This is an optimization exercise on Yosys and OpenROAD, whose aim is small area, a short achievable clock period and few clock cycles, not a production implementation. The RTL was checked by simulation tests, not by an equivalence proof against the original design.

## flow/design.v (module list and top-level ports; edited modules follow where they fit)
// module csa16: 12 lines
// module quantoniumos_unified_core: 1463 lines
module quantoniumos_unified_core #(
  parameter int unsigned RFT_SIZE       = 64,
  parameter int unsigned SIS_N          = 512,
  parameter int unsigned FEISTEL_ROUNDS = 48
) (
  input  logic         clk,
  input  logic         reset,
  input  logic         start,
  input  logic [2:0]   mode,
  input  logic [255:0] master_key,
  input  logic [127:0] data_in,
  output logic [255:0] data_out,
  output logic         done,
  output logic [31:0]  rft_energy,
  output logic [15:0]  sis_collision_resistance,
  output logic [5:0]   feistel_round_count,
  output logic [31:0]  pipeline_throughput
);
  // ...
==> flow/flow/run.sh <==
#!/bin/bash
set -uo pipefail
export BUFFER_PORTS_ARGS="-buffer_cell sky130_fd_sc_hd__buf_1"
bash standard.sh > flow_make.log 2>&1
==> flow/standard.sh <==
#!/bin/bash
# synth_recipe.tcl (not shown) runs the flow's synth.tcl, then flattens the netlist and writes it again
# the make line also repeats each setting of config.mk as NAME=value (left out here)
make -C /OpenROAD-flow-scripts/flow DESIGN_CONFIG=/design/flow/config.mk WORK_HOME=/design/flow/orfs CLKGATE_MAP_FILE= SYNTH_SCRIPT=/design/flow/synth_recipe.tcl "${@:-finish}"
==> flow/config.mk <==
export PLATFORM = sky130hd
export DESIGN_NAME = quantoniumos_unified_core
export DESIGN_NICKNAME = quantoniumos_unified_core
export VERILOG_FILES = /design/flow/design.v
export SDC_FILE = /design/flow/constraint.sdc
export NUM_CORES = 4
export LEC_CHECK = 0
export ABC_CLOCK_PERIOD_IN_PS = 4000
export CAP_MARGIN = 20
export CORE_MARGIN = 2
export CORE_UTILIZATION = 45
export SETUP_SLACK_MARGIN = 5
export SLEW_MARGIN = 20
export SYNTH_HIERARCHICAL = 1
==> flow/constraint.sdc <==
create_clock -name core_clock -period 11.5 [get_ports {clk}]
set_input_delay 2.3000 -clock core_clock [delete_from_list [all_inputs] [get_ports {clk}]]
set_output_delay 2.3000 -clock core_clock [all_outputs]
set_load 0.01 [all_outputs]
==> impl_metrics.env, run 1 <==
export IMPL_numSequentialCells=1152
export IMPL_period_minus_slack_ns=7.20
export IMPL_via_count=99000
export IMPL_slew_headroom=0.134
export IMPL_layout_commonest_cell="fa_1"
export IMPL_start_util=0.453
export IMPL_hp_start="r_k[234]"
export IMPL_met1_length_um=242000
export IMPL_status="timing/DRC/antenna clean"
export IMPL_grt_max_degree=123
export IMPL_fin_cells=15800
export IMPL_wl_met2_um=272000
export IMPL_grt_use_met3=0.175
export IMPL_gp_routability_congestion=1.12
export IMPL_clockRootBuffer="clkbuf_16"
export IMPL_layout_drive_gt1_share=0.131
export IMPL_yosysSeqAreaShare=0.209
export IMPL_tightest_slew_ns=1.29
export IMPL_busiest_layer="met2"
export IMPL_critical_path_class="reg -> reg"
export IMPL_crit_path_max_fanout=9
export IMPL_reg_top3="data_out: 256 flops, r_k: 256 flops, mid: 218 flops"
export IMPL_clock_fmax_ghz=0.139
export IMPL_postLayoutCoreUtil=0.521
export IMPL_finalWorstSetupSlack_ns=4.30
export IMPL_drt_first_pass_iters=9
export IMPL_nonClkBufAreaFrac=0.0610
export IMPL_seqCellArea_um2=24600
export IMPL_seq_cell_share=0.182
export IMPL_rsz0062_at_grt="yes"
export IMPL_cp_start_kind="register"
export IMPL_largest_cell_class="multi-input gates"
export IMPL_clk_path_buf_depth=4
export IMPL_syn_area_per_cell_um2=10.4
export IMPL_hold_viol=0
export IMPL_grt_overflow=0
export IMPL_die_area_um2=266000
export IMPL_whs_endpoint="r_k[106]"
export IMPL_dp_final_hpwl_um=520000
export IMPL_die_h_um=516
export IMPL_antenna_found_initial=77
Testbench counts, summed over its fixed seeds: cycles 4,880.
==> run 2, diff against run 1 <==
--- a/flow/design.v
+++ b/flow/design.v
@@ -34,18 +34,16 @@
   localparam logic [8:0] LAT_PIP = 9'd100;
   localparam logic [142:0] W_INIT = 143'h50337a2ca3afd3ac3bf1f77bb0d3b62c4e1;
   logic         busy, fin;
   logic [8:0]   n;
   logic [2:0]   r_mode;
   logic         tr_c, hash_c, ciph_c, foldld, outld, clr;
   logic [5:0]   hc;
   logic [4:0]   rc;
-  logic         e_first, e_v;
-  logic [15:0]  e_sq, e_sq2;
   logic [255:0] r_k;
   logic [127:0] r_d;
   logic [142:0]  r_w;
   logic [19:0]  r_e;
   logic [8:0]   r_pc;
   logic         pcv;
   wire accept = !busy && start;
   wire [8:0] n_inc = n + 9'd1;
@@ -108,22 +106,20 @@
     else       r_k <= {r_k[127:0], r_k[255:128]};
   end
   always_ff @(posedge clk) begin
     if (ciph_c)      r_d <= {c_r1, c_r2};    
     else if (!busy)  r_d <= data_in;
     else if (tr_c)   r_d <= {r_d[7:0], r_d[127:8]};
     else if (foldld) r_d <= data_out[255:128];
   end
+  wire [15:0] e_sq  = r_d[7:0] * r_d[7:0];
+  wire [15:0] e_sq2 = r_d[71:64] * r_d[71:64];
   always_ff @(posedge clk) begin
-    e_sq    <= r_d[7:0] * r_d[7:0];
-    e_sq2   <= r_d[71:64] * r_d[71:64];
-    e_first <= tr_c && (n[2:0] == 3'd0);
-    e_v     <= tr_c;
-    if (e_v) r_e <= (e_first ? 20'd0 : r_e) + {4'd0, e_sq} + {4'd0, e_sq2};
+    if (tr_c) r_e <= ((n[2:0] == 3'd0) ? 20'd0 : r_e) + {4'd0, e_sq} + {4'd0, e_sq2};
   end
   wire [270:0] ox;
   assign ox[142:0] = r_w;
   assign ox[143] = ox[15] ^ ox[31] ^ ox[39] ^ ox[55];
   assign ox[144] = ox[16] ^ ox[32] ^ ox[40] ^ ox[56];
   assign ox[145] = ox[17] ^ ox[33] ^ ox[41] ^ ox[57];
   assign ox[146] = ox[18] ^ ox[34] ^ ox[42] ^ ox[58];
   assign ox[147] = ox[19] ^ ox[35] ^ ox[43] ^ ox[59];
@@ -1452,18 +1448,18 @@
   end
   wire [15:0] ra_s = m_tr ? tba3_s0 : acc_s_nx;
   wire [15:0] ra_c = m_tr ? tba3_c0 : acc_c_nx;
   wire [15:0] res_a = ~ra_s + ~ra_c;
   wire [15:0] res_b = ~tbb3_s0 + ~tbb3_c0;
   wire [15:0] in_hi = m_tr ? (res_b ^ (m_fold ? res_a : 16'd0)) : res_a;
   wire [15:0] in_lo = m_tr ? res_a : data_out[143:128];
   always_ff @(posedge clk) begin
-    if (clr)         data_out <= '0;
-    else if (outld)  data_out <= {128'd0, c_r1, c_r2};
+    if (outld)       data_out <= {128'd0, c_r1, c_r2};    
+    else if (clr)    data_out <= '0;
     else if (m_last) data_out <= {in_hi, data_out[255:144], in_lo, data_out[127:16]};
   end
   wire [15:0] pw = data_out[255:240];
   always_ff @(posedge clk) begin
     if (reset) pcv <= 1'b0;
     else       pcv <= m_last && m_hash;
   end
   always_ff @(posedge clk) begin
==> run 2 against run 1 <==
Compared with the run above:
- worst setup slack better by 0.26 ns
- die area shrank 0.46%
- critical path type unchanged
- fmax rose by 3.7%
- first-iteration DRC count down 5.8%
- still clean on timing, DRC and antenna
==> impl_metrics.env, run 2 <==
export IMPL_hp_start="r_k[162]"
export IMPL_drt_first_pass_iters=7
export IMPL_r2r_start="r_d[9]"
export IMPL_h_tree_depth=4
export IMPL_dp_final_hpwl_um=499000
export IMPL_clock_fmax_ghz=0.144
export IMPL_layout_drive_gt1_share=0.130
export IMPL_rsz0062_at_grt="yes"
export IMPL_whs_ns=0.441
export IMPL_tightest_slew_ns=1.38
export IMPL_viasPerCell=6.20
export IMPL_finalMaxSlewViolations=0
export IMPL_met1_length_um=238000
export IMPL_syn_cell_area_um2=117000
export IMPL_slew_headroom=0.0719
export IMPL_hp_class="reg -> reg"
export IMPL_start_util=0.452
export IMPL_wire_per_inst_um=40.5
export IMPL_critPathSlowestCell="edfxtp_1"
export IMPL_cp_start_kind="register"
export IMPL_path_common_cell="a21oi_4"
export IMPL_hold_viol=0
export IMPL_die_area_um2=265000
export IMPL_cpPeakStageDelay_ns=0.53
export IMPL_ioPinCount=733
export IMPL_final_area_um2=134000
export IMPL_status="timing/DRC/antenna clean"
export IMPL_final_nets=14500
export IMPL_grt_pass1_wl_um=828000
export IMPL_grt_overflow=0
export IMPL_drt_iter0_drc=12000
export IMPL_final_cell_mix="fa_1, nand2_1, xor2_1"
export IMPL_clk_path_buf_depth=4
export IMPL_core_area_um2=259000
export IMPL_ant_nets=0
export IMPL_crit_path_max_fanout=21
export IMPL_worstSetupEndpointType="register"
export IMPL_setup_viol=0
export IMPL_tns_ns=0
export IMPL_synthFlopType="dfxtp_1"
export IMPL_port_buffers=682
export IMPL_layout_commonest_cell="fa_1"
export IMPL_area_delta_synth_final_pct=14.6
export IMPL_fin_crit_sh=0.603
export IMPL_first_global_vias=95200
export IMPL_synthCells=11000
export IMPL_crit_required_ns=12.14
export IMPL_gp_routability_congestion=1.10
export IMPL_arrival_ns=7.58
export IMPL_clockRootBuffer="clkbuf_16"
export IMPL_skew_ns=0.135
export IMPL_highest_layer="met5"
export IMPL_grt_use_total=0.465
export IMPL_drv_cap=0
export IMPL_wl_met2_um=260000
export IMPL_die_x_um=515
export IMPL_critical_path_class="reg -> reg"
export IMPL_reg_top3="data_out: 256 flops, r_k: 256 flops, mid: 218 flops"
export IMPL_synth_cell_types=102
export IMPL_die_h_um=515
export IMPL_dr_wl_met3_um=74200
export IMPL_grt_max_degree=109
export IMPL_route_detailed_drc=0
export IMPL_synthTopCellsByArea="fa_1, dfxtp_1, edfxtp_1"
export IMPL_synth_edff_count=279
export IMPL_via_count=95200
export IMPL_numCtsBuffers=153
export IMPL_crit_start="r_d[9]"
export IMPL_synth_seq_cells=1121
export IMPL_ys_async_sr_fraction=0
export IMPL_numClockSinks=1121
export IMPL_yosysWarnings=8
export IMPL_yosysSeqAreaShare=0.215
export IMPL_syn_area_per_cell_um2=10.6
export IMPL_antenna_found_initial=67
export IMPL_yosys_area_top_type="fa_1"
export IMPL_synth_top_cells_by_count="fa_1, nand2_1, xor2_1, dfxtp_1, clkbuf_1"
export IMPL_fillCellCount=23200
export IMPL_hold_buffers=0
export IMPL_wl_um=621000
export IMPL_cts_tree="yes"
export IMPL_insertion_delay_ns=0.94
export IMPL_clkSlewWorstSetupHoldPaths_ns=0.06
export IMPL_period_minus_slack_ns=6.94
export IMPL_yosys_area_top_type_share=0.351
export IMPL_dpl_cell_area_um2=125000
export IMPL_yosysMostFrequentCell="fa_1"
export IMPL_rows=187
-- run 2: per-layer routing --
layer,vias up,GRT usage
met5,-,0
met4,60,0.290
met3,1585,0.170
met2,6469,0.668
met1,49900,0.594
li1,37200,-
-- run 2: worst max-delay path, delay by kind of cell (launching register included) --
family / cells / cell delay [ns]
AND/OR/NAND/NOR: 6 / 1.22
XOR/XNOR: 3 / 0.51
flip-flops: 1 / 0.53
buffers and inverters: 3 / 0.46
adder cells (fa/ha/maj): 2 / 0.59
AO/OA/AOI/OAI: 14 / 3.33
-- run 2: final timing paths --
check / cells past startpoint / endpoint / slack (ns)
max: 28 / data_out[2] / 4.56
min: 1 / r_k[34] / 0.44
max reg2reg: 28 / data_out[2] / 4.56
min reg2reg: 1 / r_k[34] / 0.44
-- run 2: logic make-up (layout without fill, tap and decap cells) --
group,Yosys count,in the layout,share of synthesized area
mux,544,544,0.0492
flops,1121,1121,0.215
fa+ha+maj,2304,2304,0.377
xor+xnor,1596,1596,0.136
compound gates,1576,1576,0.0853
other cells,2,265,0.0000640
simple gates,2653,2653,0.0949
buf+inv,1227,1888,0.0416
-- run 2: stage by stage --
| step | utilization | std cells | setup WS (ns) |
|---|---|---|---|
| 2_1_floorplan | - | 11200 | 5.04 |
| 3_3_place_gp | 0.481 | 14800 | 2.11 |
| 3_5_place_dp | 0.481 | 14800 | 2.04 |
| 4_1_cts | 0.513 | 15200 | 4.67 |
| 5_1_grt | 0.517 | 15300 | 4.46 |
| 6_report | 0.518 | 15300 | 4.56 |
-- run 2: cell type report --
type | instances | area [um^2] | area share
clock buffer | 202 | 4410 | 0.0328
antenna | 54 | 135 | 0.00101
inverter | 286 | 1080 | 0.00805
clock inverter | 56 | 544 | 0.00405
timing repair buffer | 1344 | 8390 | 0.0625
sequential | 1121 | 25300 | 0.188
multi-input combinational | 8884 | 90300 | 0.672
tap | 3402 | 4260 | 0.0317
-- run 2: repair_timing --
action | in CTS | in global routing
pin swaps | 136 | 119
setup buffers | 149 | 44
gates cloned | 8 | 0
resized for setup | 353 | 148
setup endpoints to repair | 149 | 102
-- run 2: per-module statistics from Yosys (local to each module, per instance) --
module	flip-flops and latches	cell area (um^2)	times used	cells inside
quantoniumos_unified_core	1121	75200	1	8943
csa16	0	324	130	16
Testbench counts of run 2, summed over its fixed seeds: cycles 4,880.
==> run 3, diff against run 2 <==
--- a/flow/config.mk
+++ b/flow/config.mk
@@ -10,3 +10,4 @@
 export CORE_MARGIN = 2
-export CORE_UTILIZATION = 45
+export CORE_UTILIZATION = 55
+export CTS_BUF_LIST = sky130_fd_sc_hd__clkbuf_8
 export SETUP_SLACK_MARGIN = 5
==> run 3 against run 2 <==
Compared with the run above:
- clock skew is 0.0038 ns higher
- area after synthesis stayed put
- critical path depth is 4 lower
- highest routed layer unchanged
- cell count is 3.3% lower
- still clean on timing, DRC and antenna
- largest cell class unchanged
- cell area is 0.95% lower
- critical endpoint is now data_out[255]
- routed wire length is 5.1% lower
- sequential share of layout area is 0.19 points higher
==> impl_metrics.env, run 3 <==
export IMPL_fin_cells=14900
export IMPL_clk_path_buf_depth=3
export IMPL_slew_headroom=0.0616
export IMPL_port_buffers=682
export IMPL_grt_pass1_wl_um=797000
export IMPL_hold_buffers=0
export IMPL_critPathSlowestCell="fa_1"
export IMPL_clockRootBuffer="clkbuf_8"
export IMPL_hold_viol=0
export IMPL_first_global_vias=99500
export IMPL_finalMaxSlewViolations=0
export IMPL_synthTopCellsByArea="fa_1, dfxtp_1, edfxtp_1"
export IMPL_dp_final_hpwl_um=465000
export IMPL_synthCells=11000
export IMPL_worstSetupEndpointType="register"
export IMPL_synth_seq_cells=1121
export IMPL_via_count=98800
export IMPL_wl_um=590000
export IMPL_layout_drive_gt1_share=0.135
export IMPL_crit_chain="buf_8, buf_6, or2_2, fa_1, fa_1, fa_1, fa_1, fa_1, fa_1, mux2i_1, ha_1, inv_2, o21bai_1, a21oi_2, o21bai_2, a21oi_4, o21bai_4, a2111o_1, a31o_2, a21oi_2, xnor2_2, nand2_1, a31oi_1, a21oi_1"
export IMPL_syn_area_per_cell_um2=10.6
export IMPL_ant_nets=0
export IMPL_grt_overflow=0
export IMPL_synthFlopType="dfxtp_1"
export IMPL_reg_top3="data_out: 256 flops, r_k: 256 flops, mid: 218 flops"
export IMPL_ys_async_sr_fraction=0
export IMPL_crit_required_ns=12.36
export IMPL_yosys_area_top_type="fa_1"
export IMPL_h_tree_depth=4
export IMPL_yosysSeqAreaShare=0.215
export IMPL_multi_input_area_um2=90600
export IMPL_die_area_um2=217000
export IMPL_setup_viol=0
export IMPL_ioPinCount=733
export IMPL_yosysMostFrequentCell="fa_1"
export IMPL_rows=169
export IMPL_wire_per_inst_um=39.7
export IMPL_die_x_um=466
export IMPL_core_area_um2=212000
export IMPL_clock_fmax_ghz=0.143
export IMPL_rsz0062_at_grt="yes"
export IMPL_arrival_ns=7.86
export IMPL_fillCellCount=16500
export IMPL_final_cell_mix="fa_1, nand2_1, xor2_1"
export IMPL_grt_use_total=0.540
export IMPL_gp_routability_congestion=1.16
export IMPL_cts_tree="yes"
export IMPL_period_minus_slack_ns=7.00
export IMPL_drv_cap=0
export IMPL_synth_edff_count=279
export IMPL_viasPerCell=6.65
export IMPL_cp_start_kind="register"
export IMPL_start_util=0.553
export IMPL_antenna_found_initial=55
export IMPL_numCtsBuffers=200
export IMPL_status="timing/DRC/antenna clean"
export IMPL_tightest_slew_ns=1.39
export IMPL_area_delta_synth_final_pct=13.5
export IMPL_syn_cell_area_um2=117000
export IMPL_synth_top_cells_by_count="fa_1, nand2_1, xor2_1, dfxtp_1, clkbuf_1"
export IMPL_yosys_area_top_type_share=0.351
export IMPL_crit_buf_inv=3
export IMPL_tns_ns=0
export IMPL_numClockSinks=1121
export IMPL_seqCellArea_um2=25300
export IMPL_critical_path_class="reg -> reg"
export IMPL_hp_class="reg -> reg"
export IMPL_crit_family="adder cells"
export IMPL_layout_commonest_cell="fa_1"
export IMPL_dp_cells=14200
export IMPL_crit_path_max_fanout=8
export IMPL_final_nets=14500
export IMPL_clkSlewWorstSetupHoldPaths_ns=0.09
export IMPL_route_detailed_drc=0
export IMPL_insertion_delay_ns=1.09
export IMPL_fin_crit_sh=0.609
export IMPL_grt_max_degree=200
export IMPL_drt_iter0_drc=14200
export IMPL_skew_ns=0.139
export IMPL_drt_first_pass_iters=28
export IMPL_path_common_cell="fa_1"
export IMPL_yosysWarnings=8
export IMPL_synth_cell_types=102
export IMPL_cpPeakStageDelay_ns=0.59
export IMPL_die_h_um=466
==> run 3: modules after synthesis, one instance, submodules excluded <==
| module | flip-flops and latches | cell area [um^2] |
|---|---|---|
| csa16 | 0 | 324 |
| quantoniumos_unified_core | 1121 | 75200 |
==> run 3: cell type report <==
class,count,area share
flip-flops and latches,1121,0.190
diodes,56,0.00105
inverters,286,0.00808
multi-input cells,8884,0.681
well taps,2821,0.0265
clock buffers,243,0.0251
repair buffers,1311,0.0593
clock inverters,128,0.00915
==> run 3: cell families after synthesis <==
kind of cell	synth area share
fa+ha+maj	0.377
compound gates	0.0853
flops	0.215
buf+inv	0.0416
other cells	0.0000640
mux	0.0492
xor+xnor	0.136
simple gates	0.0949
==> run 3: what timing repair did <==
item / 4_1_cts / 5_1_grt
pin swaps: 132 / 152
buffers inserted: 165 / 72
gates cloned: 1 / 1
setup endpoints to repair: 150 / 111
resized for setup: 321 / 201
==> run 3: per-stage QoR <==
| stage | area, um^2 | hold slack [ns] | utilization | setup slack [ns] |
|---|---|---|---|---|
| finish | 133000 | 0.418 | 0.628 | 4.50 |
| floorplan | 118000 | 0.349 | - | 5.04 |
| global placement | 124000 | 0.435 | 0.583 | 2.39 |
| global route | 133000 | 0.464 | 0.627 | 4.28 |
| detailed placement | 124000 | 0.439 | 0.583 | 2.32 |
| CTS | 131000 | 0.451 | 0.619 | 4.61 |
==> run 3: worst paths after layout <==
path	cells after the start	slack (ns)	start	endpoint
worst max-delay path	24	4.50	m_first	data_out[255]
worst min-delay path	1	0.42	r_k[157]	r_k[29]
worst min register to register	1	0.42	r_k[157]	r_k[29]
worst max register to register	24	4.50	m_first	data_out[255]
==> run 3: per-layer routing <==
metal  routed length, um  track usage  part of all wire  vias to the layer above
met1              201000        0.654              0.34                    50100
met5                1050       0.0158            0.0018                        -
met2              237000        0.744              0.40                     8977
met4               60000        0.420              0.10                       36
met3               89900        0.243              0.15                     2417
li1                    -            -                 -                    37300

-- re-timing with driven ports --
The results above use ideal ports. As a check the final layouts listed here were re-extracted and re-timed, cells and wires unchanged. Step 1: set_driving_cell puts a clkbuf_16 on clk and a buf_2 on each other input, an assumption about the parent block. Step 2 adds t to the input delays and takes it off the output delays; t is the mean of the earliest and latest rising clock arrival at the registers after step 1. Input paths then give back, and output paths get back, about the clock's delay inside the block. Three values: ideal ports, drivers, drivers and shift; two values: the first two.
run | shift t [ns] | slack for setup (ns) | worst hold slack (ns) | worst register clock-pin slew, ns
run 1 | 0.958 | 4.304 / 4.304 / 4.304 | 0.452 / 0.452 / 0.452 | 0.07 / 0.07
run 2 | 0.970 | 4.564 / 4.564 / 4.564 | 0.441 / 0.441 / 0.441 | 0.07 / 0.07
run 3 | 1.128 | 4.498 / 4.498 / 4.498 | 0.418 / 0.418 / 0.418 | 0.09 / 0.09
After both steps setup and hold are still met in every run listed.
